From an optimization exercise on the open Yosys and OpenROAD flow, aimed at small area, a short achievable clock period and few clock cycles per item; shortcuts taken in it are not production practice. The RTL was checked by simulation tests, not by an equivalence proof against the original design. Power is estimated from default activity; no workload was simulated.

## flow/config.mk

```make
export PLATFORM = sky130hd
export DESIGN_NAME = edge_reader_top
export DESIGN_NICKNAME = edge_reader_top
export VERILOG_FILES = /design/flow/design.v
export SDC_FILE = /design/flow/constraint.sdc
export NUM_CORES = 4
export LEC_CHECK = 0
export ABC_AREA = 1
export CAP_MARGIN = 20
export CORE_MARGIN = 2
export CORE_UTILIZATION = 65
export SETUP_SLACK_MARGIN = 3.2
export SLEW_MARGIN = 20
export BUFFER_PORTS_ARGS = -buffer_cell sky130_fd_sc_hd__buf_1
```

## flow/constraint.sdc

```tcl
create_clock -name core_clock -period 5.5 [get_ports {clk}]
set_input_delay 1.1000 -clock core_clock [delete_from_list [all_inputs] [get_ports {clk}]]
set_output_delay 1.1000 -clock core_clock [all_outputs]
set_load 0.01 [all_outputs]
```

## flow/design.v

```verilog
package edge_reader_pkg;
    localparam int CORE_NUM = 4;
    localparam int CACHELINE_LEN_WIDTH = 3;
    localparam int CACHELINE_LEN = 1 << CACHELINE_LEN_WIDTH;
    localparam int WAIT_END_DELAY = 20;
    typedef logic [16-1:0] vertex_id_t;
    typedef logic [22-1:0] offset_t;
    typedef logic [22-CACHELINE_LEN_WIDTH-1:0] line_addr_t;
    typedef logic [CACHELINE_LEN-1:0] edge_mask_t;
    typedef logic [$clog2(CORE_NUM)-1:0] lane_idx_t;
    typedef struct packed {
        line_addr_t addr;
        edge_mask_t mask;
        vertex_id_t v_id;
    } edge_req_t;
endpackage
`timescale 1ns/1ps
module edge_reader_top (
    input  logic                           clk,
    input  logic                           rst,
    input  edge_reader_pkg::vertex_id_t                     in_v_id,
    input  edge_reader_pkg::offset_t                        in_loffset,
    input  edge_reader_pkg::offset_t                        in_roffset,
    input  logic                           in_valid,
    output logic                           in_ready,
    input  logic                           front_iteration_end,
    input  logic       [4-1:0]     edge_stall,
    output edge_reader_pkg::line_addr_t [4-1:0]     edge_addr,
    output edge_reader_pkg::edge_mask_t [4-1:0]     edge_mask,
    output edge_reader_pkg::vertex_id_t [4-1:0]     edge_v_id,
    output logic       [4-1:0]     edge_valid,
    output logic                           iteration_end
);
    localparam int NL = 4;
    localparam int OW = 22;
    localparam int SW = 3;
    localparam int LW = OW - SW;
    localparam int VW = 16;
    function automatic logic add_eq(input logic [LW-1:0] a, input logic [LW-1:0] b, input logic [1:0] k);
        logic [LW-1:0] y, c, t;
        y = ~a;
        c = LW'(k - 2'd1);
        t = (b ^ y ^ c) ~^ {((b[LW-2:0] & y[LW-2:0]) | ((b[LW-2:0] | y[LW-2:0]) & ~c[LW-2:0])), 1'b0};
        add_eq = &t;
    endfunction
    function automatic logic [LW-1:0] lm2_of(input logic [LW-1:0] x, input logic nz);
        logic [LW-1:0] r;
        logic bo;
        r[0] = nz ? x[0] : !x[0];
        r[1] = nz ? !x[1] : (x[1] ^ x[0]);
        bo = nz ? !x[1] : !(x[1] && x[0]);
        for (int i = 2; i < LW; i++)
            r[i] = x[i] ^ (bo && !(|(x & ((LW'(1) << i) - LW'(4)))));
        lm2_of = r;
    endfunction
    logic [LW-1:0] i_lo_hi, i_ro_hi;
    logic          i_nz;
    logic          i_single;    
    logic          i_two;       
    assign i_lo_hi = in_loffset[OW-1:SW];
    assign i_ro_hi = in_roffset[OW-1:SW];
    assign i_nz = |in_roffset[SW-1:0];
    assign i_single = i_nz ? (i_ro_hi == i_lo_hi) : add_eq(i_lo_hi, i_ro_hi, 2'd1);
    assign i_two = i_nz ? add_eq(i_lo_hi, i_ro_hi, 2'd1) : add_eq(i_lo_hi, i_ro_hi, 2'd2);
    logic          i_lt;
    always_comb begin
        logic above;
        above = 1'b1;
        i_lt = 1'b0;
        for (int i = OW - 1; i >= 0; i--) begin
            i_lt = i_lt | (above & in_roffset[i] & !in_loffset[i]);
            above = above & (in_roffset[i] == in_loffset[i]);
        end
    end
    typedef struct packed {
        logic [VW-1:0] vid;
        logic [LW-1:0] addr;      
        logic [SW-1:0] lo_lo;
        logic [LW-1:0] lm2;       
        logic [SW-1:0] hi;        
        logic          empty;
        logic          single;
        logic          two;
    } vtx_t;
    logic  s_valid, b_valid;
    vtx_t  s_q, b_q;
    logic  s_empty;
    logic [SW-1:0] s_hi;          
    logic [7:0]    s_mask;        
    assign s_empty = s_q.empty;
    assign s_hi = s_q.hi;
    logic [LW-1:0] s_lm2;
    assign s_lm2 = s_q.lm2;
    always_comb begin
        for (int b = 0; b < 8; b++)
            s_mask[b] = (SW'(b) >= s_q.lo_lo) && (!s_q.single || (SW'(b) <= s_hi));
    end
    logic [VW-1:0] b_vid;
    logic [LW-1:0] b_addr;
    logic [LW-1:0] b_lm2;
    logic [SW-1:0] b_hi;
    logic          b_single;
    logic          b_two;
    logic [7:0]    b_mask;
    logic          b_empty;
    logic          xfer_b_r;      
    logic          xfer_s_r;      
    logic          b_open_r;      
    logic [NL-1:0] load_r;        
    logic [VW-1:0] c_vid;
    logic [LW-1:0] c_addr;
    logic [LW-1:0] c_lm2;
    logic [SW-1:0] c_hi;
    logic          c_single;
    logic          c_two;
    logic [7:0]    c_mask;
    logic          c_empty;
    assign c_vid = xfer_b_r ? b_vid : s_q.vid;
    assign c_addr = xfer_b_r ? b_addr : s_q.addr;
    assign c_lm2 = xfer_b_r ? b_lm2 : s_lm2;
    assign c_hi = xfer_b_r ? b_hi : s_hi;
    assign c_single = xfer_b_r ? b_single : s_q.single;
    assign c_two = xfer_b_r ? b_two : s_q.two;
    assign c_mask = xfer_b_r ? b_mask : s_mask;
    assign c_empty = xfer_b_r ? b_empty : s_empty;
    logic [NL-1:0]   h_valid;
    logic [NL-1:0]   h_last;
    logic [NL-1:0]   e_valid;
    logic [LW-1:0]   h_addr [NL];
    logic [LW-1:0]   h_lm2 [NL];
    logic [NL-1:0]   h_ne;        
    logic [VW-3:0]   h_vid  [NL];
    logic [SW-1:0]   h_hi   [NL];
    logic [7:0]      h_mask [NL];
    logic [NL-1:0]   h_free;
    logic [NL-1:0]   load;
    logic [NL-1:0]   hv_next, hl_next, ev_next;
    logic [NL-1:0]   hv_pred, hf_pred;
    always_comb begin
        for (int i = 0; i < NL; i++) begin
            h_free[i] = !h_valid[i] || (e_valid[i] && h_last[i]);
            load[i] = load_r[i];
            hv_next[i] = load[i] ? !c_empty : (h_valid[i] && !h_free[i]);
            ev_next[i] = hv_next[i] && !edge_stall[i];
            if (load[i])
                hl_next[i] = c_single;
            else if (e_valid[i])
                hl_next[i] = h_ne[i];
            else
                hl_next[i] = h_last[i];
            hv_pred[i] = load[i] || (h_valid[i] && !h_free[i]);
            hf_pred[i] = !hv_pred[i] || (!edge_stall[i] && hl_next[i]);
        end
    end
    logic take;
    logic s_to_b;
    logic sv_next, bv_next;
    logic [1:0] sl_next, bl_next;
    logic xb_n, xs_n;
    assign take = in_valid && in_ready;
    logic s_open_next;
    assign s_open_next = !sv_next || xs_n || !bv_next || xb_n;
    logic s_en;
    always_ff @(posedge clk) s_en <= s_open_next;
    assign s_to_b = s_valid && !xfer_s_r && b_open_r;
    assign bv_next = (b_valid && !xfer_b_r) || s_to_b;
    assign sv_next = (s_valid && !xfer_s_r && !s_to_b) || take;
    assign bl_next = s_to_b ? s_q.vid[1:0] : b_vid[1:0];
    assign sl_next = take ? in_v_id[1:0] : s_q.vid[1:0];
    assign xb_n = bv_next && hf_pred[bl_next];
    assign xs_n = sv_next && hf_pred[sl_next] && !xb_n && !(bv_next && (bl_next == sl_next));
    always_ff @(posedge clk) begin
        if (rst) begin
            s_valid <= 1'b0;
            b_valid <= 1'b0;
            in_ready <= 1'b0;
            xfer_b_r <= 1'b0;
            xfer_s_r <= 1'b0;
            b_open_r <= 1'b0;
            load_r <= '0;
        end else begin
            s_valid <= sv_next;
            b_valid <= bv_next;
            xfer_b_r <= xb_n;
            xfer_s_r <= xs_n;
            b_open_r <= !bv_next || xb_n;
            in_ready <= s_open_next;
            for (int i = 0; i < NL; i++)
                load_r[i] <= (xb_n && (bl_next == 2'(i))) || (xs_n && (sl_next == 2'(i)));
        end
    end
    always_ff @(posedge clk) begin
        if (s_en)
            s_q <= {in_v_id, i_lo_hi, in_loffset[SW-1:0], lm2_of(i_ro_hi, i_nz), in_roffset[SW-1:0] - 1'b1, !i_lt,
                    i_single, i_two};
    end
    always_ff @(posedge clk) begin
        if (b_open_r) begin
            b_vid <= s_q.vid;
            b_addr <= s_q.addr;
            b_lm2 <= s_lm2;
            b_hi <= s_hi;
            b_single <= s_q.single;
            b_two <= s_q.two;
            b_mask <= s_mask;
            b_empty <= s_empty;
        end
    end
    always_ff @(posedge clk) begin
        if (rst) begin
            h_valid <= '0;
            e_valid <= '0;
        end else begin
            h_valid <= hv_next;
            e_valid <= ev_next;
        end
    end
    always_ff @(posedge clk) h_last <= hl_next;
    always_ff @(posedge clk) begin
        for (int i = 0; i < NL; i++) begin
            if (load[i]) begin
                h_addr[i] <= c_addr;
                h_lm2[i] <= c_lm2;
                h_ne[i] <= c_two;
                h_vid[i] <= c_vid[VW-1:2];
                h_hi[i] <= c_hi;
                h_mask[i] <= c_mask;
            end else if (e_valid[i] && !h_last[i]) begin
                h_addr[i] <= h_addr[i] + 1'b1;
                h_ne[i] <= (h_addr[i] == h_lm2[i]);
                for (int b = 0; b < 8; b++)
                    h_mask[i][b] <= !h_ne[i] || (SW'(b) <= h_hi[i]);
            end
        end
    end
    for (genvar i = 0; i < NL; i++) begin : g_out
        assign edge_addr[i] = h_addr[i];
        assign edge_mask[i] = h_mask[i];
        assign edge_v_id[i] = {h_vid[i], 2'(i)};
        assign edge_valid[i] = e_valid[i];
    end
    localparam int CNT_W = $clog2(20 + 1);
    logic [CNT_W-1:0] settle_cnt;
    logic settled;
    logic idle;
    always_ff @(posedge clk)
        if (rst)
            idle <= 1'b0;
        else
            idle <= !sv_next && !bv_next && !(|hv_next);
    assign settled = front_iteration_end && !take && idle;
    always_ff @(posedge clk) begin
        if (rst || !settled) begin
            settle_cnt <= '0;
            iteration_end <= 1'b0;
        end else if (settle_cnt >= CNT_W'(20)) begin
            iteration_end <= 1'b1;
        end else begin
            settle_cnt <= settle_cnt + 1'b1;
            iteration_end <= 1'b0;
        end
    end
endmodule
```

## flow/flow/run.sh

```bash
#!/bin/bash
# The standard layout, with plain buf_1 cells as the port buffers instead of
# the default delay buffers: every input and output port still gets its own
# buffer. Each step's full output goes to standard.log here (and ORFS's own
# per-step logs under orfs/logs).
set -euo pipefail
echo "export BUFFER_PORTS_ARGS = -buffer_cell sky130_fd_sc_hd__buf_1" >> config.mk
bash standard.sh > standard.log 2>&1
```

## flow/standard.sh

```bash
#!/bin/bash
# synth_recipe.tcl (not shown) runs the flow's synth.tcl, then flattens the netlist and writes it again
# the make line also repeats each setting of config.mk as NAME=value (left out here)
make -C /OpenROAD-flow-scripts/flow DESIGN_CONFIG=/design/flow/config.mk WORK_HOME=/design/flow/orfs CLKGATE_MAP_FILE= SYNTH_SCRIPT=/design/flow/synth_recipe.tcl "${@:-finish}"
```

==> impl_metrics.tcl, run 1 <==
set metrics [dict create \
    ys_async_sr_fraction 0 \
    ys_seq_area_frac 0.645 \
    arrival_ns 1.20 \
    worstPathRequired_ns 4.40 \
    skew_ns 0.0150 \
    synth_edf_count 387 \
    viasPerCell 5.82 \
    crit_fanout 3 \
    r2r_cells 10 \
    synth_cells 1712 \
    sw_frac_of_total 0.244 \
    syn_to_final_growth_pct 17.7 \
    critPathCapture "edge_addr[57]" \
    final_hold_viol_count 0 \
    drt_pass1_iterations 6 \
    wire_per_inst_um 20.3 \
    setup.worst_path.class "register to output port" \
    yosys.area.top_type "edfxtp_1" \
    hold_slack_ns 0.448 \
    hp-start "s_q[60]" \
    p_int_w 0.00553 \
    end_kind "output port" \
    core_sq_mm 0.0287 \
    hold_buffers 0 \
    netlist.area_leader.share 0.614 \
    max_freq_mhz 435 \
    drtAntennaViolNets 0 \
    setup_viol 0 \
    reg2reg_slack_ns 3.34 \
    gr-total-overflow 0 \
    start_util 0.660 \
    p_leak_nw 8.71 \
    hpwlAfterDp_mm 34.4 \
    cts.clk_slew.worst_paths_ns 0.06 \
    yosys_warnings 6 \
    r2r_start "h_addr[0][1]" \
    htree_levels 2 \
    ios 246 \
    power_frac_seq 0.513 \
    critical_path.slowest_cell "edfxtp_1" \
    start_kind "register" \
    numClockSinks 417 \
    worstHoldPathCells 0 \
    tightestPinTransition_ns 1.10 \
    routed_wl_mm 49.7 \
    drv_cap 0 \
    rows 62 \
    post-route-period-util 0.418 \
    drtIter0Drc 1595 \
    ir_worst_vdd_v 0.000379 \
    crit_chain "buf_1" \
    powerDensity_mw_per_mm2 328 \
    relSlewSlack 0.249 \
    rsz0062_at_grt "true" \
    via_count 14300 \
    final_util 0.776 \
    yosys-top-cells-area "edfxtp_1 61%, nand2_1 7.8%, inv_1 3.5%" \
    setup_tns_ns 0 \
    synthDistinctLibCells 50 \
    cts_tree "yes" \
    grt_usage 0.322 \
    maxSlewViolCount 0 \
    hold_path.class "register to register" \
    cp_num_buf_inv 1 \
    switchingPower_w 0.00178 \
    grt_pass1_vias 13600 \
    p_comb_frac 0.096 \
    min_period_ns 2.30 \
    root_buffer "clkbuf_16" \
    clockBufferDepth 3 \
    die_y_um 175 \
    synth_seq_cells 417 \
    synthFlopType "edfxtp_1" \
    die_w_um 175 \
    antenna_found_initial 0 \
    reg2reg_to "h_addr[0][12]" \
    fin_nets 2131 \
    startpoint "h_addr[3][0]" \
    crit_family "flip-flops" \
    grt_max_degree 70 \
    syn_area_sq_mm 0.0189 \
    grt_pass1_wl_mm 74.9 \
    insertion_delay_ns 0.55 \
    cts_made_buffers 43 \
    critPathMaxStageDelay_ns 0.49 \
    postSynthAreaPerCell_sq_um 11.1 \
    portBuffers 237 \
    n_antenna_cell 0 \
    status "complete, no violations" \
    power_frac_clock 0.391 \
    drive_above_1_share 0.115 \
    path_depth 1 \
    dieArea_sq_mm 0.0305 \
    place.gp.congestion 0.926 \
    drc_errors 0 \
]
## layout make-up
type                            instances  area (sq um)
Timing Repair Buffer                  313          1560
Sequential cell                       417         12200
Multi-Input combinational cell       1072          5920
Clock buffer                           52          1110
Clock inverter                         25           265
Fill cell                            1863          6420
Tap cell                              384           480
Inverter                              186           723
## logic make-up (layout without fill, tap and decap cells)
logic type | count (synthesis) | count (layout) | synth area share
AO/OA/AOI/OAI | 222 | 222 | 0.0673
XOR/XNOR | 86 | 86 | 0.0398
AND/OR/NAND/NOR | 696 | 696 | 0.163
flip-flops | 417 | 417 | 0.645
adder cells (fa/ha/maj) | 30 | 30 | 0.0198
multiplexers | 30 | 30 | 0.0159
buffers and inverters | 229 | 576 | 0.0479
other | 2 | 8 | 0.000397
## what timing repair did
| action | CTS | global route |
|---|---|---|
| gates resized for setup | 17 | 26 |
| buffers inserted | 49 | 13 |
| endpoints found under the setup margin | 76 | 32 |
| pin swaps | 2 | 5 |
| gates cloned | 0 | 0 |
## how the worst min path moves through the flow
stage	slack [ns]	endpoint
after floorplan	0.42	b_addr[16]
after global placement	0.43	b_vid[9]
after detailed placement	0.43	b_vid[10]
after CTS	0.45	b_vid[13]
after global routing	0.46	b_lm2[16]
final	0.45	b_vid[13]
## power by group through the flow
stage               logic, W  registers [W]  clock network (W)
finish              0.000703        0.00375            0.00286
global route        0.000771        0.00376            0.00299
CTS                 0.000682        0.00375            0.00287
detailed placement  0.000634        0.00383                  0
global placement    0.000614        0.00382                  0
floorplan           0.000364        0.00384                  0
## layer usage
| metal | global-route usage | routed length, um | vias to the layer above | share of wire |
|---|---|---|---|---|
| li1 | - | - | 6572 | - |
| met1 | 0.437 | 19500 | 6762 | 0.39 |
| met2 | 0.526 | 23800 | 803 | 0.48 |
| met3 | 0.0550 | 4530 | 128 | 0.091 |
| met4 | 0.122 | 1900 | 0 | 0.038 |
| met5 | 0 | 0 | - | 0 |
## metrics by stage
stage	cells	power, W	area [sq um]	setup WS [ns]
5_1_grt	2449	0.00753	22300	3.14
2_1_floorplan	1718	0.00421	19000	3.00
3_3_place_gp	2308	0.00444	20300	2.60
6_report	2449	0.00731	22300	3.20
4_1_cts	2436	0.00730	22100	3.19
3_5_place_dp	2310	0.00447	20300	2.55
## cells in the final DEF (no fill, tap or decap), drive strengths merged, types with 19 or more instances in the layout
master    n
nand2   404
edfxtp  387
buf     310
inv     188
nor2    121
o21ai   120
nand3    66
clkbuf   55
xor2     47
xnor2    39
a21oi    35
nor3     32
nand4    30
mux2i    30
ha       30
dfxtp    30
o22ai    29
clkinv   19
## cell usage after synthesis (2+ instances only)
cell / number
inv_2: 6
o21ai_1: 13
nand2_1: 395
o221ai_1: 6
nor2_1: 105
a22oi_1: 5
ha_1: 30
nand4_1: 30
buf_2: 8
nor2_4: 4
nand2_2: 8
nor3_4: 2
nand3_2: 6
o2111ai_1: 4
nor3_1: 25
a211oi_1: 5
o211ai_1: 4
nor2_2: 12
clkbuf_1: 21
buf_4: 8
buf_1: 5
nor4_1: 14
conb_1: 2
mux2i_1: 30
xnor2_1: 39
a21oi_1: 35
dfxtp_1: 30
nand3b_1: 9
clkinv_1: 2
a22o_1: 2
edfxtp_1: 387
inv_1: 178
a221oi_1: 3
xor2_1: 47
o22ai_1: 29
o21ai_0: 106
or2_2: 15
nand3_1: 60
o21bai_1: 3
o21a_1: 2
and2_1: 4
nor3_2: 5
## flip-flops by register name, indices dropped and copies added, names as in the netlist, 5 cells and up
signal and cells:
b_addr 19, b_lm2 19, b_mask 8, b_vid 16, h_addr 76, h_hi 12
h_lm2 76, h_mask 32, h_vid 56, s_q 63, settle_cnt 5
Testbench counts, summed over its fixed seeds: cycles 22,408, items 38,351.
==> run 2: changes to the inputs <==
--- a/flow/design.v
+++ b/flow/design.v
@@ -158,10 +158,6 @@
     logic [1:0] sl_next, bl_next;
     logic xb_n, xs_n;
     assign take = in_valid && in_ready;
-    logic s_open_next;
-    assign s_open_next = !sv_next || xs_n || !bv_next || xb_n;
-    logic s_en;
-    always_ff @(posedge clk) s_en <= s_open_next;
     assign s_to_b = s_valid && !xfer_s_r && b_open_r;
     assign bv_next = (b_valid && !xfer_b_r) || s_to_b;
     assign sv_next = (s_valid && !xfer_s_r && !s_to_b) || take;
@@ -184,13 +180,13 @@
             xfer_b_r <= xb_n;
             xfer_s_r <= xs_n;
             b_open_r <= !bv_next || xb_n;
-            in_ready <= s_open_next;
+            in_ready <= !sv_next || xs_n || !bv_next || xb_n;
             for (int i = 0; i < NL; i++)
                 load_r[i] <= (xb_n && (bl_next == 2'(i))) || (xs_n && (sl_next == 2'(i)));
         end
     end
     always_ff @(posedge clk) begin
-        if (s_en)
+        if (in_ready)
             s_q <= {in_v_id, i_lo_hi, in_loffset[SW-1:0], lm2_of(i_ro_hi, i_nz), in_roffset[SW-1:0] - 1'b1, !i_lt,
                     i_single, i_two};
     end
--- a/flow/config.mk
+++ b/flow/config.mk
@@ -5,7 +5,6 @@
 export SDC_FILE = /design/flow/constraint.sdc
 export NUM_CORES = 4
 export LEC_CHECK = 0
-export ABC_AREA = 1
 export CAP_MARGIN = 20
 export CORE_MARGIN = 2
 export CORE_UTILIZATION = 65
==> run 2 against run 1 <==
Effect of this change: still clean on timing, DRC and antenna; worst setup slack worse by 0.45 ns; clock power is essentially flat; clock-buffer cell count is 1 lower; non-clock buffer count up 27; design area about the same; global-route usage fell by 2.6 points; critical path type is now primary input to register; critical endpoint is now s_q[22]; largest cell class unchanged; highest routed layer unchanged.
==> impl_metrics.tcl, run 2 <==
set metrics [dict create \
    hpwlAfterDp_mm 29.7 \
    ys_async_sr_fraction 0 \
    cts.clk_slew.worst_paths_ns 0.06 \
    p_leak_nw 7.51 \
    grt_pass1_wl_mm 65.3 \
    syn_area_sq_mm 0.0184 \
    synth_cells 1363 \
    synth_common_cells "387 x edfxtp_1, 122 x nand2_1, 104 x xnor2_1, 91 x o21ai_0, 77 x xor2_1" \
    r2r_start "xfer_s_r" \
    numClockSinks 416 \
    yosys.area.top_type "edfxtp_1" \
    syn_to_final_growth_pct 20.7 \
    drc_errors 0 \
    portBuffers 237 \
    core_sq_mm 0.0279 \
    post-route-period-util 0.501 \
    hold_path.class "register to register" \
    synth-simple-area-share 0.100 \
    synth_compound_area_frac 0.0638 \
    final_hold_viol_count 0 \
    synthFlopType "edfxtp_1" \
    startpoint "in_roffset[1]" \
    min_period_ns 2.75 \
    synth_fa_ha_area_frac 0.0203 \
    grt_max_degree 82 \
    insertion_delay_ns 0.54 \
    max_freq_mhz 363 \
    r2r_cells 6 \
    drtIter0Drc 1598 \
    yosys_warnings 6 \
    end_kind "register" \
    setup.worst_path.class "primary input to register" \
    status "complete, no violations" \
    synth_seq_cells 416 \
    final_cell_area_sq_mm 0.0223 \
    crit_chain "buf_12 > inv_16 > ha_4 > nand2b_4 > a2111oi_4 > nand4_4 > or4_4 > buf_6 > nor3_4 > xnor2_1" \
    seqCellArea_sq_mm 0.0122 \
    synthDistinctLibCells 60 \
    powerDensity_mw_per_mm2 322 \
    setup_viol 0 \
    dpl_worst_slack_ns 1.81 \
    gr-total-overflow 0 \
    n_fill_cell 1582 \
    yosys-top-cells-area "edfxtp_1 63%, xnor2_1 4.9%, xor2_1 3.7%" \
    reg2reg_slack_ns 3.30 \
    critical_path.slowest_cell "or4_4" \
    mostFrequentLayoutCell "edfxtp_1" \
    hold_slack_ns 0.448 \
    clockBufferDepth 3 \
    synth_xor_area_frac 0.0859 \
    rows 61 \
    routed_wl_mm 45.0 \
    reg_top3 "h_addr (76), h_lm2 (76), s_q (63)" \
    cts_made_buffers 42 \
    dieArea_sq_mm 0.0297 \
    rsz0062_at_grt "true" \
    synth_top_family_by_area "simple AND/OR/NAND/NOR gates" \
    n_antenna_cell 0 \
    dpl_cell_area_sq_mm 0.0198 \
    drtAntennaViolNets 0 \
    htree_levels 2 \
    ir_worst_vdd_v 0.000299 \
    start_kind "primary input" \
    drive_above_1_share 0.178 \
    reg2reg_to "load_r[0]" \
    start_util 0.662 \
    hold_buffers 0 \
    finalWorstSetupSlack_ns 2.75 \
    skew_ns 0.0140 \
    total_power_w 0.00717 \
    drv_cap 0 \
    antenna_found_initial 0 \
    via_count 12500 \
    synth_mux_area_frac 0.0471 \
    critPathCapture "s_q[22]" \
    ios 246 \
    place.gp.congestion 0.900 \
    netlist.area_leader.share 0.630 \
    crit_fanout 4 \
    layout_common_cells "387 x edfxtp_1, 205 x buf_1, 121 x nand2_1" \
    synth_edf_count 387 \
    worstHoldPathCells 0 \
    worstPathRequired_ns 5.79 \
    fin_nets 1804 \
    maxSlewViolCount 0 \
    die_y_um 172 \
    die_w_um 172 \
    cts_tree "yes" \
    relSlewSlack 0.443 \
    arrival_ns 3.04 \
    grt_pass1_vias 11700 \
    root_buffer "clkbuf_16" \
    setup_tns_ns 0 \
    ys_seq_area_frac 0.661 \
    wire_per_inst_um 21.3 \
    viasPerCell 5.91 \
    postSynthAreaPerCell_sq_um 13.5 \
    yosysMostFrequentCell "edfxtp_1" \
    multiInputGateArea_sq_mm 0.00615 \
    critPathMaxStageDelay_ns 0.56 \
    grt_usage 0.296 \
    tightestPinTransition_ns 0.835 \
    drt_pass1_iterations 6 \
]
-- run 2: changes by cell type in the layout (fill, tap and decap cells not counted), moves of 15 or more --
| cell | before | now |
|---|---|---|
| o22ai_1 | 29 | 5 |
| and3_1 | 1 | 17 |
| mux2_2 | 0 | 55 |
| buf_4 | 71 | 94 |
| buf_1 | 223 | 205 |
| xor2_1 | 47 | 76 |
| xnor2_1 | 39 | 103 |
| nand2b_1 | 0 | 16 |
| nor2_1 | 102 | 48 |
| nand2_1 | 392 | 121 |
| inv_1 | 174 | 35 |
| o21ai_0 | 101 | 86 |
-- run 2: how the worst min path moves through the flow --
stage / start / endpoint / slack (ns)
final: s_q[51] / b_vid[4] / 0.45
after global placement: s_q[50] / b_vid[3] / 0.42
after floorplan: s_q[38] / b_addr[10] / 0.42
after CTS: s_q[52] / b_vid[5] / 0.45
after detailed placement: s_q[58] / b_vid[11] / 0.43
after global routing: s_q[54] / b_vid[7] / 0.45
-- run 2: cell families (layout without fill, tap and decap cells) --
| kind of cell | Yosys count | count (layout) |
|---|---|---|
| compound gates | 197 | 197 |
| mux | 80 | 80 |
| other cells | 2 | 8 |
| buf+inv | 91 | 461 |
| xor+xnor | 181 | 181 |
| flops | 416 | 416 |
| simple gates | 366 | 366 |
| fa+ha+maj | 30 | 30 |
-- run 2: layout make-up --
cell class | instances | area share
Timing Repair Buffer | 340 | 0.0837
Multi-Input combinational cell | 862 | 0.276
Sequential cell | 416 | 0.549
Clock inverter | 26 | 0.0117
Inverter | 44 | 0.00865
Clock buffer | 51 | 0.0492
Tap cell | 378 | 0.0212
-- run 2: metrics by stage --
stage,cells,utilization
2_1_floorplan,1369,-
3_3_place_gp,1944,0.710
3_5_place_dp,1944,0.710
4_1_cts,2092,0.787
5_1_grt,2117,0.799
6_report,2117,0.799
-- run 2: power by group --
| part | switching (W) | total (W) | internal [W] |
|---|---|---|---|
| sequential | 0.0000867 | 0.00372 | 0.00363 |
| clock | 0.00117 | 0.00283 | 0.00166 |
| combinational | 0.000389 | 0.000622 | 0.000233 |
-- run 2: metal layers --
metal | GRT usage | wire length, um | vias up
met5 | 0 | 0 | -
met3 | 0.0591 | 4400 | 80
met4 | 0.0939 | 1040 | 0
met1 | 0.415 | 18300 | 6040
met2 | 0.470 | 21200 | 676
li1 | - | - | 5726
-- run 2: what timing repair did --
item,in CTS,in global routing
pin swaps,14,16
endpoints found under the hold margin,0,0
setup endpoints to repair,84,29
resized for setup,63,36
gates cloned,0,1
setup buffers,71,24
-- run 2: worst max-delay path, delay by kind of cell --
family,cells,cell delay [ns]
XOR/XNOR,1,0.08
AO/OA/AOI/OAI,1,0.49
buffers and inverters,3,0.32
AND/OR/NAND/NOR,4,0.91
adder cells (fa/ha/maj),1,0.14
Testbench counts of run 2, summed over its fixed seeds: cycles 22,408, items 38,351.
==> run 3: changes to the inputs <==
--- a/flow/config.mk
+++ b/flow/config.mk
@@ -5,6 +5,7 @@
 export SDC_FILE = /design/flow/constraint.sdc
 export NUM_CORES = 4
 export LEC_CHECK = 0
+export ABC_AREA = 1
 export CAP_MARGIN = 20
 export CORE_MARGIN = 2
 export CORE_UTILIZATION = 65
==> run 3 against run 2 <==
Effect of this change: hold slack better by 0.0025 ns; first-iteration DRC count up 6.1%; clock skew up 0.0029 ns; via count up 17%; routed wire length up 15%; fmax up 13%; clock-buffer cell count up 8; highest routed layer unchanged.
==> impl_metrics.tcl, run 3 <==
set metrics [dict create \
    core_sq_mm 0.0289 \
    insertion_delay_ns 0.55 \
    clockBufferDepth 3 \
    r2r_cells 3 \
    synth_cells 1744 \
    ys_seq_area_frac 0.637 \
    ys_async_sr_fraction 0 \
    setup_tns_ns 0 \
    synth_seq_cells 416 \
    viasPerCell 5.88 \
    routed_wl_mm 51.7 \
    reg_top3 "h_addr (76), h_lm2 (76), s_q (63)" \
    arrival_ns 1.34 \
    yosys-top-cells-area "edfxtp_1 61%, nand2_1 7.9%, inv_1 3.5%" \
    synthFlopType "edfxtp_1" \
    drtIter0Drc 1695 \
    maxSlewViolCount 0 \
    synth_edf_count 387 \
    syn_to_final_growth_pct 17.8 \
    drtAntennaViolNets 0 \
    antenna_found_initial 0 \
    wl_met1_mm 20.0 \
    synth_common_cells "403 x nand2_1, 387 x edfxtp_1, 180 x inv_1, 120 x o21ai_0, 96 x nor2_1" \
    synth_fa_ha_area_frac 0.0196 \
    setup.worst_path.class "register to output port" \
    cts.clk_slew.worst_paths_ns 0.06 \
    ir_worst_vdd_v 0.000288 \
    worstPathRequired_ns 4.40 \
    drive_above_1_share 0.135 \
    mostFrequentLayoutCell "nand2_1" \
    netlist.area_leader.share 0.607 \
    powerDensity_mw_per_mm2 319 \
    synth_xor_area_frac 0.0338 \
    worstHoldPathCells 0 \
    hp-start "s_q[49]" \
    min_period_ns 2.44 \
    max_freq_mhz 411 \
    tightestPinTransition_ns 0.771 \
    wl_met2_mm 23.9 \
    yosys_warnings 6 \
    reg2reg_to "h_addr[0][0]" \
    setup_viol 0 \
    yosysMostFrequentCell "nand2_1" \
    ios 246 \
    root_buffer "clkbuf_16" \
    start_kind "register" \
    hpwlAfterDp_mm 34.8 \
    hold_buffers 0 \
    wl_met3_mm 5.53 \
    wire_per_inst_um 20.7 \
    place.gp.congestion 0.971 \
    postSynthAreaPerCell_sq_um 11.0 \
    crit_fanout 17 \
    final_cell_area_sq_mm 0.0226 \
    die_w_um 176 \
    p_leak_nw 8.79 \
    synth_mux_area_frac 0.0141 \
    rows 62 \
    hold_path.class "register to register" \
    portBuffers 237 \
    gr-total-overflow 0 \
    end_kind "output port" \
    relSlewSlack 0.471 \
    synth-simple-area-share 0.174 \
    die_y_um 176 \
    skew_ns 0.0169 \
    htree_levels 2 \
    rsz0062_at_grt "true" \
    reg2reg_slack_ns 3.25 \
    synth_top_family_by_area "simple AND/OR/NAND/NOR gates" \
    synth_compound_area_frac 0.0707 \
    hold_end "b_vid[2]" \
    post-route-period-util 0.443 \
    start_util 0.664 \
    grt_usage 0.327 \
    r2r_start "xfer_b_r" \
    dpl_cell_area_sq_mm 0.0205 \
    drc_errors 0 \
    layout_common_cells "403 x nand2_1, 387 x edfxtp_1, 224 x buf_1" \
    grt_max_degree 71 \
    syn_area_sq_mm 0.0192 \
    fin_nets 2178 \
    yosys.area.top_type "edfxtp_1" \
    numClockSinks 416 \
    grt_pass1_vias 13600 \
    cts_tree "yes" \
    cts_made_buffers 43 \
    via_count 14700 \
    drv_cap 0 \
    dieArea_sq_mm 0.0309 \
    grt_pass1_wl_mm 76.2 \
    final_hold_viol_count 0 \
    status "complete, no violations" \
    drt_pass1_iterations 5 \
    synthDistinctLibCells 56 \
    routed.top_layer "met4" \
]
[run 3: what timing repair did]
action / in CTS / in global routing
cloned: 2 / 2
resized for setup: 35 / 22
endpoints found under the hold margin: 0 / 0
pin swaps: 2 / 3
setup endpoints to repair: 221 / 74
buffers inserted: 40 / 30
[run 3: logic make-up (layout without fill, tap and decap cells)]
logic type               Yosys count  in the layout
AO/OA/AOI/OAI                    239            239
XOR/XNOR                          74             74
flip-flops                       416            416
AND/OR/NAND/NOR                  716            716
other                              2             11
adder cells (fa/ha/maj)           30             30
multiplexers                      27             27
buffers and inverters            240            601
[run 3: worst max-delay path by stage]
| stage | startpoint | endpoint | slack (ns) | cells past startpoint |
|---|---|---|---|---|
| 5_1_grt | in_ready | in_ready | 3.04 | 2 |
| 6_report | in_ready | in_ready | 3.06 | 2 |
| 3_5_place_dp | in_roffset[1] | s_q[23] | 2.55 | 12 |
| 2_1_floorplan | in_roffset[1] | s_q[24] | 3.07 | 11 |
| 3_3_place_gp | in_roffset[1] | s_q[24] | 2.58 | 12 |
| 4_1_cts | in_ready | in_ready | 2.99 | 2 |
[run 3: area by class of cell]
| type | instances | area [sq um] |
|---|---|---|
| Antenna cell | 3 | 7.51 |
| Clock buffer | 59 | 1170 |
| Clock inverter | 17 | 126 |
| Fill cell | 1859 | 6280 |
| Inverter | 197 | 782 |
| Multi-Input combinational cell | 1094 | 6120 |
| Sequential cell | 416 | 12200 |
| Tap cell | 384 | 480 |
| Timing Repair Buffer | 326 | 1660 |
| Timing Repair inverter | 2 | 10.0 |
[run 3: through the flow]
stage | worst slack, ns | hold WS [ns] | total power (W) | utilization | instances
3_5_place_dp | 2.55 | 0.434 | 0.00449 | 0.711 | 2345
5_1_grt | 3.04 | 0.462 | 0.00740 | 0.782 | 2495
4_1_cts | 2.99 | 0.452 | 0.00717 | 0.770 | 2463
3_3_place_gp | 2.58 | 0.427 | 0.00447 | 0.711 | 2345
2_1_floorplan | 3.07 | 0.421 | 0.00422 | - | 1750
6_report | 3.06 | 0.451 | 0.00719 | 0.782 | 2498
[run 3: power by group]
group	internal (W)	total, W	switching (W)
registers	0.00366	0.00375	0.0000876
clock network	0.00154	0.00270	0.00116
logic	0.000229	0.000749	0.000520
[run 3: routing by layer]
layer	global-route usage	vias to the layer above
li1	-	6718
met4	0.140	0
met5	0	-
met2	0.514	924
met3	0.0574	135
met1	0.456	6900
[run 3: critical path, cell delays in order, from the launching register on]
cell and delay (ns):
dfxtp_4 0.44, buf_16 0.19, buf_1 0.17
==> run 4: changes to the inputs <==
--- a/flow/design.v
+++ b/flow/design.v
@@ -43,16 +43,6 @@
         t = (b ^ y ^ c) ~^ {((b[LW-2:0] & y[LW-2:0]) | ((b[LW-2:0] | y[LW-2:0]) & ~c[LW-2:0])), 1'b0};
         add_eq = &t;
     endfunction
-    function automatic logic [LW-1:0] lm2_of(input logic [LW-1:0] x, input logic nz);
-        logic [LW-1:0] r;
-        logic bo;
-        r[0] = nz ? x[0] : !x[0];
-        r[1] = nz ? !x[1] : (x[1] ^ x[0]);
-        bo = nz ? !x[1] : !(x[1] && x[0]);
-        for (int i = 2; i < LW; i++)
-            r[i] = x[i] ^ (bo && !(|(x & ((LW'(1) << i) - LW'(4)))));
-        lm2_of = r;
-    endfunction
     logic [LW-1:0] i_lo_hi, i_ro_hi;
     logic          i_nz;
     logic          i_single;    
@@ -76,7 +66,8 @@
         logic [VW-1:0] vid;
         logic [LW-1:0] addr;      
         logic [SW-1:0] lo_lo;
-        logic [LW-1:0] lm2;       
+        logic [LW-1:0] ro_hi;
+        logic          nz;        
         logic [SW-1:0] hi;        
         logic          empty;
         logic          single;
@@ -89,15 +80,14 @@
     logic [7:0]    s_mask;        
     assign s_empty = s_q.empty;
     assign s_hi = s_q.hi;
-    logic [LW-1:0] s_lm2;
-    assign s_lm2 = s_q.lm2;
     always_comb begin
         for (int b = 0; b < 8; b++)
             s_mask[b] = (SW'(b) >= s_q.lo_lo) && (!s_q.single || (SW'(b) <= s_hi));
     end
     logic [VW-1:0] b_vid;
     logic [LW-1:0] b_addr;
-    logic [LW-1:0] b_lm2;
+    logic [LW-1:0] b_ro_hi;
+    logic          b_nz;
     logic [SW-1:0] b_hi;
     logic          b_single;
     logic          b_two;
@@ -109,7 +99,8 @@
     logic [NL-1:0] load_r;        
     logic [VW-1:0] c_vid;
     logic [LW-1:0] c_addr;
-    logic [LW-1:0] c_lm2;
+    logic [LW-1:0] c_ro_hi;
+    logic          c_nz;
     logic [SW-1:0] c_hi;
     logic          c_single;
     logic          c_two;
@@ -117,7 +108,8 @@
     logic          c_empty;
     assign c_vid = xfer_b_r ? b_vid : s_q.vid;
     assign c_addr = xfer_b_r ? b_addr : s_q.addr;
-    assign c_lm2 = xfer_b_r ? b_lm2 : s_lm2;
+    assign c_ro_hi = xfer_b_r ? b_ro_hi : s_q.ro_hi;
+    assign c_nz = xfer_b_r ? b_nz : s_q.nz;
     assign c_hi = xfer_b_r ? b_hi : s_hi;
     assign c_single = xfer_b_r ? b_single : s_q.single;
     assign c_two = xfer_b_r ? b_two : s_q.two;
@@ -127,7 +119,8 @@
     logic [NL-1:0]   h_last;
     logic [NL-1:0]   e_valid;
     logic [LW-1:0]   h_addr [NL];
-    logic [LW-1:0]   h_lm2 [NL];
+    logic [LW-1:0]   h_ro_hi [NL];
+    logic [NL-1:0]   h_nz;
     logic [NL-1:0]   h_ne;        
     logic [VW-3:0]   h_vid  [NL];
     logic [SW-1:0]   h_hi   [NL];
@@ -187,14 +180,15 @@
     end
     always_ff @(posedge clk) begin
         if (in_ready)
-            s_q <= {in_v_id, i_lo_hi, in_loffset[SW-1:0], lm2_of(i_ro_hi, i_nz), in_roffset[SW-1:0] - 1'b1, !i_lt,
+            s_q <= {in_v_id, i_lo_hi, in_loffset[SW-1:0], i_ro_hi, i_nz, in_roffset[SW-1:0] - 1'b1, !i_lt,
                     i_single, i_two};
     end
     always_ff @(posedge clk) begin
         if (b_open_r) begin
             b_vid <= s_q.vid;
             b_addr <= s_q.addr;
-            b_lm2 <= s_lm2;
+            b_ro_hi <= s_q.ro_hi;
+            b_nz <= s_q.nz;
             b_hi <= s_hi;
             b_single <= s_q.single;
             b_two <= s_q.two;
@@ -216,14 +210,15 @@
         for (int i = 0; i < NL; i++) begin
             if (load[i]) begin
                 h_addr[i] <= c_addr;
-                h_lm2[i] <= c_lm2;
+                h_ro_hi[i] <= c_ro_hi;
+                h_nz[i] <= c_nz;
                 h_ne[i] <= c_two;
                 h_vid[i] <= c_vid[VW-1:2];
                 h_hi[i] <= c_hi;
                 h_mask[i] <= c_mask;
             end else if (e_valid[i] && !h_last[i]) begin
                 h_addr[i] <= h_addr[i] + 1'b1;
-                h_ne[i] <= (h_addr[i] == h_lm2[i]);
+                h_ne[i] <= add_eq(h_addr[i], h_ro_hi[i], h_nz[i] ? 2'd2 : 2'd3);
                 for (int b = 0; b < 8; b++)
                     h_mask[i][b] <= !h_ne[i] || (SW'(b) <= h_hi[i]);
             end
==> run 4 against run 3 <==
Effect of this change: final cell count rose by 2.9%; die area is 4.2% higher; still clean on timing, DRC and antenna; via count up 2.5%; critical path type unchanged; design area grew 4.0%; first-iteration DRC count increased by 10%; area after synthesis is 4.3% higher.
==> impl_metrics.tcl, run 4 <==
set metrics [dict create \
    start_util 0.656 \
    ios 246 \
    dpl_worst_slack_ns 2.76 \
    synth_mux_area_frac 0.0145 \
    reg2reg_slack_ns 3.25 \
    syn_area_sq_mm 0.0200 \
    antenna_found_initial 1 \
    powerDensity_mw_per_mm2 319 \
    drc_errors 0 \
    grt_pass1_vias 14300 \
    power_frac_seq 0.507 \
    dieArea_sq_mm 0.0321 \
    synth_edf_count 393 \
    yosys.area.top_type "edfxtp_1" \
    reg_top3 "h_addr (76), h_ro_hi (76), s_q (64)" \
    end_kind "output port" \
    hold_path.class "register to register" \
    finalWorstSetupSlack_ns 3.12 \
    relSlewSlack 0.224 \
    numClockSinks 422 \
    yosys-top-cells-area "edfxtp_1 59%, nand2_1 7.0%, ha_1 5.8%" \
    cts.clk_slew.worst_paths_ns 0.06 \
    crit_chain "buf_2" \
    maxSlewViolCount 0 \
    ir_worst_vdd_v 0.000274 \
    routed_wl_mm 55.9 \
    switchingPower_w 0.00181 \
    final_hold_viol_count 0 \
    drtAntennaViolNets 0 \
    critical_path.slowest_cell "edfxtp_1" \
    p_int_w 0.00568 \
    postSynthAreaPerCell_sq_um 11.1 \
    htree_levels 2 \
    synth_top_family_by_area "simple AND/OR/NAND/NOR gates" \
    hold_buffers 0 \
    drtIter0Drc 1866 \
    setup_tns_ns 0 \
    drive_above_1_share 0.113 \
    crit_fanout 4 \
    rsz0062_at_grt "true" \
    setup_viol 0 \
    via_count 15000 \
    hpwlAfterDp_mm 38.2 \
    grt_usage 0.346 \
    place.gp.congestion 0.979 \
    synth_compound_area_frac 0.0655 \
    synth_cells 1798 \
    yosysMostFrequentCell "edfxtp_1" \
    fin_nets 2312 \
    synth_seq_cells 422 \
    ys_seq_area_frac 0.620 \
    sw_frac_of_total 0.241 \
    ys_async_sr_fraction 0 \
    p_comb_frac 0.105 \
    total_power_w 0.00748 \
    die_w_um 179 \
    max_freq_mhz 421 \
    startpoint "h_addr[1][14]" \
    clockBufferDepth 3 \
    cts_made_buffers 42 \
    fin_cells 2570 \
    drt_pass1_iterations 6 \
    synth_fa_ha_area_frac 0.0657 \
    start_kind "register" \
    syn_to_final_growth_pct 17.5 \
    post-route-period-util 0.432 \
    n_antenna_cell 0 \
    r2r_start "h_addr[2][1]" \
    grt_pass1_wl_mm 81.9 \
    root_buffer "clkbuf_16" \
    crit_family "flip-flops" \
    dp_cells 2414 \
    tightestPinTransition_ns 1.13 \
    hp-start "s_q[17]" \
    synth_common_cells "393 x edfxtp_1, 371 x nand2_1, 220 x inv_1, 126 x o21ai_0, 124 x nor2_1" \
    synth_xor_area_frac 0.0333 \
    skew_ns 0.0231 \
    grt_max_degree 71 \
    status "complete, no violations" \
    wire_per_inst_um 21.8 \
    portBuffers 237 \
    p_leak_nw 9.44 \
    core_sq_mm 0.0304 \
    arrival_ns 1.28 \
    power_frac_clock 0.388 \
    synthDistinctLibCells 54 \
    critPathMaxStageDelay_ns 0.53 \
    gr-total-overflow 0 \
    insertion_delay_ns 0.53 \
    worstPathRequired_ns 4.40 \
    cts_tree "yes" \
    cp_num_buf_inv 1 \
    die_y_um 179 \
    drv_cap 0 \
    yosys_warnings 6 \
    synth-simple-area-share 0.148 \
    netlist.area_leader.share 0.591 \
    viasPerCell 5.86 \
    synthFlopType "edfxtp_1" \
    min_period_ns 2.38 \
    n_fill_cell 1985 \
    mostFrequentLayoutCell "edfxtp_1" \
    layout_common_cells "393 x edfxtp_1, 371 x nand2_1, 221 x buf_1" \
    setup.worst_path.class "register to output port" \
    rows 64 \
]
-- run 4: worst paths after layout --
check,end,cells after the start
worst max-delay path,edge_addr[33],1
worst min-delay path,b_ro_hi[10],0
worst max register to register,h_ne[2],11
worst min register to register,b_ro_hi[10],0
-- run 4: cell families (layout without fill, tap and decap cells) --
group           after synthesis  after routing
buf+inv                     266            636
xor+xnor                     75             75
fa+ha+maj                   100            100
simple gates                673            673
flops                       422            422
mux                          29             29
other cells                   2              8
compound gates              231            231
-- run 4: per-stage QoR --
| stage | hold slack, ns | area, sq um | util |
|---|---|---|---|
| after floorplan | 0.421 | 20100 | - |
| after global placement | 0.428 | 21400 | 0.702 |
| after detailed placement | 0.434 | 21400 | 0.703 |
| after CTS | 0.449 | 23200 | 0.762 |
| after global routing | 0.454 | 23500 | 0.772 |
| final | 0.452 | 23500 | 0.772 |
-- run 4: cell type report --
cell class / instances / area [sq um] / share of cell area
flip-flops and latches: 422 / 12400 / 0.528
multi-input cells: 1116 / 6650 / 0.283
repair buffers: 337 / 1700 / 0.0722
clock buffers: 56 / 1170 / 0.0497
inverters: 225 / 852 / 0.0363
well taps: 396 / 495 / 0.0211
clock inverters: 18 / 216 / 0.00922
-- run 4: metal layers --
metal	share of wire	up-vias	GRT usage
met5	0.00054	-	0
met4	0.046	4	0.143
met3	0.12	163	0.0778
met2	0.45	926	0.530
met1	0.39	7046	0.481
li1	-	6909	-
-- run 4: power by group through the flow --
stage | sequential (W) | combinational, W | clock, W
after floorplan | 0.00389 | 0.000396 | 0
after global placement | 0.00388 | 0.000683 | 0
after detailed placement | 0.00388 | 0.000701 | 0
after CTS | 0.00380 | 0.000750 | 0.00292
after global routing | 0.00381 | 0.000861 | 0.00304
final | 0.00380 | 0.000786 | 0.00290
-- run 4: repair_timing --
| item | in CTS | in global routing |
|---|---|---|
| pin swaps | 0 | 2 |
| setup endpoints to repair | 139 | 41 |
| setup buffers | 51 | 31 |
| resized for setup | 21 | 17 |
Testbench counts of run 4, summed over its fixed seeds: cycles 22,408, items 38,351.

separate check: timing with driven ports:
In the flow no input, the clock included, has a driving cell. The finished layouts below were timed again as built, in two steps.
Step 1 assumes that a clkbuf_16 drives the clock port and a buf_2 every other input.
Step 2 adds t to the input delays and takes it off the output delays; t is the mean of the earliest and latest rising clock arrival at the registers after step 1. Input paths then give back, and output paths get back, about the clock's delay inside the block.
a / b / c = ideal / step 1 / step 2; a / b = the first two.
run	shift t [ns]	setup slack, ns	worst register clock-pin slew, ns
run 1	0.595	3.201 / 3.147 / 2.647	0.07 / 0.07
run 2	0.581	2.747 / 2.741 / 2.160	0.06 / 0.06
run 3	0.589	3.064 / 3.012 / 2.701	0.06 / 0.06
run 4	0.577	3.122 / 3.068 / 2.763	0.07 / 0.07
After both steps setup and hold are still met in every run listed. For run 2, which loses most, drivers alone change the setup slack by -0.006 ns; drivers and shift together by -0.587 ns.
